Context: an optimization exercise on an open-source flow, tuned for small area, a short achievable clock period and few clock cycles per item. The choices shown serve that exercise and are no tape-out recipe. Where RTL was checked, it was by simulation tests only, not by an equivalence proof against the original. Function not checked in run 2: the RTL went through the layout flow alone.

==> flow/design.v (outline; a module is shown in full before it is edited, if it fits) <==
// module arc_point_hit_test_core: 1224 lines
module arc_point_hit_test_core (
  input  logic               clk,
  input  logic               rst_n,
  input  logic               in_valid,
  output logic               in_ready,
  input  logic signed [31:0] in_point_x,
  input  logic signed [31:0] in_point_y,
  output logic               out_valid,
  input  logic               out_ready,
  output logic               out_hit,
  input  logic               cfg_valid,
  output logic               cfg_ready,
  input  logic [2:0]         cfg_index,
  input  logic [31:0]        cfg_wdata
);
  // ...
==> flow/run.sh <==
#!/bin/bash
# synth_recipe.tcl (not shown) runs the flow's synth.tcl, then flattens the netlist and writes it again
# the make line also repeats each setting of config.mk as NAME=value (left out here)
make -C /OpenROAD-flow-scripts/flow DESIGN_CONFIG=/design/flow/config.mk WORK_HOME=/design/flow/orfs CLKGATE_MAP_FILE= SYNTH_SCRIPT=/design/flow/synth_recipe.tcl finish
==> flow/config.mk <==
export PLATFORM = sky130hd
export DESIGN_NAME = arc_point_hit_test_core
export DESIGN_NICKNAME = arc_point_hit_test_core
export VERILOG_FILES = /design/flow/design.v
export SDC_FILE = /design/flow/constraint.sdc
export NUM_CORES = 4
export LEC_CHECK = 0
export CAP_MARGIN = 20
export CORE_MARGIN = 2
export CORE_UTILIZATION = 30
export SLEW_MARGIN = 20
==> flow/constraint.sdc <==
create_clock -name core_clock -period 7.5 [get_ports {clk}]
set_input_delay 1.5000 -clock core_clock [delete_from_list [all_inputs] [get_ports {clk}]]
set_output_delay 1.5000 -clock core_clock [all_outputs]
set_load 0.01 [all_outputs]
==> notes.md, run 1 <==
outcome=no timing/DRC/antenna violations; Hold Crit Endpoint=d14_r[4]; number of flops mapped to enable cells by yosys=86; count of pins over their slew limit=0; largest family of logic cells by synthesized area=adder cells; min Tclk post-route=between 5 and 6 ns; global route hottest layer=met2; Simple-Gate Fraction of Synth Area=13.9%; Mean Syn Cell Area=9.06 um^2; post-synth cell types=110; clock-cell share of area=5.65%; Non-clock buffering overhead=~1.2%; PortBufs=~110; Setup Crit Path Kind=flip-flop to flip-flop; Num CTS Buffers=196; most common cell in the netlist=dfxtp_1; global route overflow=0; CTS tree=built; worst hold slack=0.235 ns; I/O pin count=~110; cell total after placement=16.4k; slowest stage delay, CP=0.60 ns; CP top delay family=adder cells; WP buf/inv=4; worst setup path startpoint=d17_r[14]; drt total wl=276 mm; Slew @ Worst Pin=1.14 ns; Placer Congestion=0.908; Final Util=33.8%; worst r2r dst=dc_r; Final setup viols=0
Testbench counts, summed over its fixed seeds: cycles 9,056, items 8,192.
==> run 2: changes to the inputs <==
--- a/flow/design.v
+++ b/flow/design.v
@@ -3,4 +3,43 @@
   localparam logic [31:0] INV_GAIN = 32'd2608131496;
 endpackage
+module apht_bk_add #(parameter int W = 8) (
+  input  logic [W-1:0] a,
+  input  logic [W-1:0] b,
+  input  logic         cin,
+  output logic [W-1:0] s
+);
+  localparam int LG = (W <= 1) ? 1 : $clog2(W);
+  logic [W:0] g0, p0;
+  assign g0 = {a & b, cin};
+  assign p0 = {a ^ b, 1'b0};
+  logic [W:0] g [0:2*LG];
+  logic [W:0] p [0:2*LG];
+  assign g[0] = g0;
+  assign p[0] = p0;
+  for (genvar l = 1; l <= LG; l++) begin : g_up
+    for (genvar j = 0; j <= W; j++) begin : g_b
+      if (((j + 1) % (1 << l)) == 0) begin : g_node
+        assign g[l][j] = g[l-1][j] | (p[l-1][j] & g[l-1][j - (1 << (l-1))]);
+        assign p[l][j] = p[l-1][j] & p[l-1][j - (1 << (l-1))];
+      end else begin : g_pass
+        assign g[l][j] = g[l-1][j];
+        assign p[l][j] = p[l-1][j];
+      end
+    end
+  end
+  for (genvar l = LG - 1; l >= 1; l--) begin : g_dn
+    localparam int LI = 2 * LG - l;
+    for (genvar j = 0; j <= W; j++) begin : g_b
+      if (((j + 1) % (1 << l)) == (1 << (l-1)) && j >= (1 << l)) begin : g_node
+        assign g[LI][j] = g[LI-1][j] | (p[LI-1][j] & g[LI-1][j - (1 << (l-1))]);
+        assign p[LI][j] = p[LI-1][j] & p[LI-1][j - (1 << (l-1))];
+      end else begin : g_pass
+        assign g[LI][j] = g[LI-1][j];
+        assign p[LI][j] = p[LI-1][j];
+      end
+    end
+  end
+  assign s = p0[W:1] ^ g[2*LG-1][W-1:0];
+endmodule
 module arc_point_hit_test_core (
   input  logic               clk,
--- a/flow/config.mk
+++ b/flow/config.mk
@@ -8,4 +8,5 @@
 export CAP_MARGIN = 20
 export CORE_MARGIN = 2
-export CORE_UTILIZATION = 30
+export CORE_UTILIZATION = 50
+export SETUP_SLACK_MARGIN = 3.0
 export SLEW_MARGIN = 20
==> run 2 against run 1 <==
Effect of this change: die area is 40% lower; routed wire length is 0.24% lower; area after synthesis hardly changed; worst hold slack better by 0.072 ns; first-iteration DRC count is 1.8% lower; register-to-register slack better by 0.60 ns; worst setup slack better by 0.60 ns; non-clock buffer count is 26 higher; still clean on timing, DRC and antenna; clock skew is 0.081 ns lower; cell count is 11% lower.
==> notes.md, run 2 <==
outcome=no timing/DRC/antenna violations (unchanged); required time of the critical path=8.22 ns (was 8.24 ns); Peak Freq=215 MHz (was 190 MHz); antenna violations before repair=10 (was 4); asr flop ratio synth=0% (unchanged); I/O pin count=108 (unchanged); Final Util=55.6% (was 33.8%); met3 Track Usage GR=2.78% (was 1.78%); share of the synthesized area in the top cell type=30.4% (was 30.5%); compound-gate portion of the synthesized area=16.7% (was 16.6%); ratio of cells with drive above 1 in the final layout=5.17% (was 4.46%); Final setup viols=0 (unchanged); post-synth cell types=109 (was 110); final period utilization=62.2% (was 70.1%); die area=218,000 um^2 (was 361,000 um^2); startpoint type of the worst setup path=flip-flop (unchanged); global route hottest layer=met2 (unchanged); netlist area before placement=107,000 um^2 (about the same); first-pass GRT wire length=440 mm (was 435 mm); Gate Count Post-Synth=11.8k (about the same); commonest cells after routing, fill and taps aside=dfxtp_1 (1,597), xnor2_1 (1,173), ha_1 (1,114) (was dfxtp_1 (1,611), xnor2_1 (1,174), ha_1 (1,119)); max_cap viols=0 (unchanged); grt met2 use=41.5% (was 24.9%); Clock transition at path regs=0.06 ns (about the same); DR iter-0 viols=4,886 (was 4,977); Placer Congestion=0.921 (was 0.908); xor and xnor fraction of the mapped netlist area=15.3% (about the same); Area contributors post-synth=dfxtp_1 (30%), ha_1 (13%), xnor2_1 (9.6%) (unchanged); hold_buf cts=0 (unchanged); Layout area overhead=10.3% (was 12.2%); GR Util All Layers=24.9% (was 14.8%); CP endpoint kind=flip-flop (unchanged); commonest non-fill, non-tap cell in the layout=dfxtp_1 (unchanged); arrival time at the worst endpoint=5.38 ns (was 5.99 ns); Worst-Skew Late Latency=0.85 ns (was 0.92 ns); area leader, netlist=dfxtp_1 (unchanged); crit path max-delay cell type=fa_1 (was dfxtp_1); Hold WC Path Type=flip-flop to flip-flop (unchanged); prevailing post-synth register cell=dfxtp_1 (unchanged); vias after detailed routing=81.2k (was 80.2k); CTS tree=built (unchanged); Seq cells post-synth=1,714 (unchanged); WP buf/inv=4 (unchanged); vias in the first global route=80.4k (was 77.5k); Final nets=13.3k (about the same); Avg Vias per Cell=5.47 (was 4.78); largest net degree at the start of global routing=121 (was 79); top cells by count, synth=dfxtp_1 (1,628), xnor2_1 (1,173), ha_1 (1,119), nand2_1 (985), inv_1 (747) (was dfxtp_1 (1,628), xnor2_1 (1,174), ha_1 (1,119), nand2_1 (986), inv_1 (748)); setup TNS=0 ns (unchanged); number of flops mapped to enable cells by yosys=86 (unchanged); Max Root-Sink Buffers=3 (was 4); CP top delay family=adder cells (unchanged); Final Hold Viols=0 (unchanged); drt total wl=275 mm (was 276 mm); row cnt=169 (was 219); Slew @ Worst Pin=1.12 ns (was 1.14 ns); CP Max Fanout=2 (was 8); Num CTS Buffers=190 (was 196); DRC viols=0 (unchanged); wire per inst=18.5 um (was 16.5 um); Setup Crit Path Kind=flip-flop to flip-flop (unchanged); M1 GR Usage=34.0% (was 19.8%); largest family of logic cells by synthesized area=adder cells (unchanged); Mean Syn Cell Area=9.06 um^2 (about the same); chip height=467 um (was 601 um); syn nets=13.2k (about the same); Root Buffer=clkbuf_16 (unchanged); min Tclk post-route=4.66 ns (was 5.26 ns); global route overflow=0 (unchanged); most common cell in the netlist=dfxtp_1 (unchanged); slowest stage delay, CP=0.53 ns (was 0.60 ns); worst hold slack=0.307 ns (was 0.235 ns); most frequent CP cell=a21o_1 (unchanged); clk_skew=0.0481 ns (was 0.129 ns); PortBufs=106 (unchanged); Worst slew margin=24.3% (was 23.7%); Adder-Cell Fraction of Synth Area=16.8% (about the same); Simple-Gate Fraction of Synth Area=13.8% (was 13.9%); iteration count of the initial detailed-routing pass=6 (unchanged); CTS H-tree lvls=4 (unchanged); chip width=467 um (was 601 um); clock sinks=1,714 (unchanged); post-DP HPWL=218 mm (about the same); Synthesis Warnings=1 (unchanged); Placeable Area=213,000 um^2 (was 355,000 um^2); CP Cell Sequence=inv_4, fa_1, inv_1, fa_1, inv_2, fa_1, inv_2, fa_1, ha_1, a31o_2, a21o_1, a21o_1, a21o_1, a21o_1, a21o_1, a21o_1, a21o_1, a21oi_2, o21ai_1, a21o_1 (was inv_1, fa_1, inv_1, fa_1, inv_1, fa_1, inv_1, fa_1, ha_1, a31o_2, a21o_1, a21o_1, a21o_1, a21o_1, a21o_1, a21o_1, a21o_1, a21oi_1, o21ai_0, a21o_1); post-synthesis mux area share=0.738% (was 0.741%); DRT antenna net count=0 (unchanged); initial core utilization=50.4% (was 30.1%); Seq/Total Area, Yosys=32.9% (about the same); RSZ-0062 raised after global routing=yes (was no); count of pins over their slew limit=0 (unchanged)
run 2: worst register-to-register path, stage by stage, from the launching register on:
cell     delay [ns]
dfxtp_4        0.37
inv_4          0.04
fa_1           0.53
inv_1          0.05
fa_1           0.49
inv_2          0.04
fa_1           0.49
inv_2          0.04
fa_1           0.44
ha_1           0.29
a31o_2         0.20
a21o_1         0.16
a21o_1         0.17
a21o_1         0.16
a21o_1         0.16
a21o_1         0.15
a21o_1         0.16
a21o_1         0.22
a21oi_2        0.16
o21ai_1        0.08
a21o_1         0.16
run 2: per-stage QoR:
step                cells  instance area [um^2]  worst slack, ns
floorplan           11809                107000             3.00
global placement    14471                111000             2.44
detailed placement  14471                111000             2.38
CTS                 14828                118000             2.78
global route        14845                118000             2.68
finish              14846                118000             2.84
run 2: cells by family after synthesis:
kind of cell	after synthesis
xor+xnor	1872
other cells	1
mux	69
compound gates	2677
fa+ha+maj	1319
buf+inv	1064
flops	1714
simple gates	3093
run 2: cell type report:
cell class	count	area [um^2]
Antenna cell	3	7.51
Clock buffer	249	5390
Clock inverter	100	1250
Fill cell	19303	94500
Inverter	751	2820
Multi-Input combinational cell	9031	68100
Sequential cell	1714	35300
Tap cell	2821	3530
Timing Repair Buffer	177	1690
run 2: path summary, 6_finish.rpt:
path	endpoint	startpoint	cells after the start	slack [ns]
worst max-delay path	dc_r	d17_r[14]	20	2.84
worst min-delay path	d13_r[9]	d12_r[9]	0	0.31
worst max register to register	dc_r	d17_r[14]	20	2.84
worst min register to register	d13_r[9]	d12_r[9]	0	0.31
run 2: timing repair:
| item | CTS | global route |
|---|---|---|
| setup endpoints to repair | 26 | 93 |
| resized for setup | 26 | 46 |
| pin swaps | 13 | 11 |
| setup buffers | 8 | 15 |
run 2: per-layer routing:
layer	share of wire (%)	wire length, um
met3	3.6	10000
met5	0.0047	13
met4	2.7	7420
met1	48	131000
met2	46	127000

## re-timing with driven ports
In the flow no input, the clock included, has a driving cell. The finished layouts below were timed again as built, in two steps. Step 1 assumes that a clkbuf_16 drives the clock port and a buf_2 every other input. Step 2 times the ports against the registers' clock, not the clock port: input delays grow and output delays shrink by t, the midpoint of the rising clock arrivals with the driver on. Slacks: ideal / step 1 / step 2; pairs: ideal / step 1.
run | shift t [ns] | slack for setup (ns) | worst setup path after step 2 | worst data-port slew with drivers (ns) | cell pins on the clock port's net
run 1 | 0.970 | 2.242 / 2.242 / 2.242 | register to register | 0.08 | 1
run 2 | 0.909 | 2.839 / 2.839 / 2.839 | register to register | 0.10 | 1
After both steps every run listed still meets setup and hold.
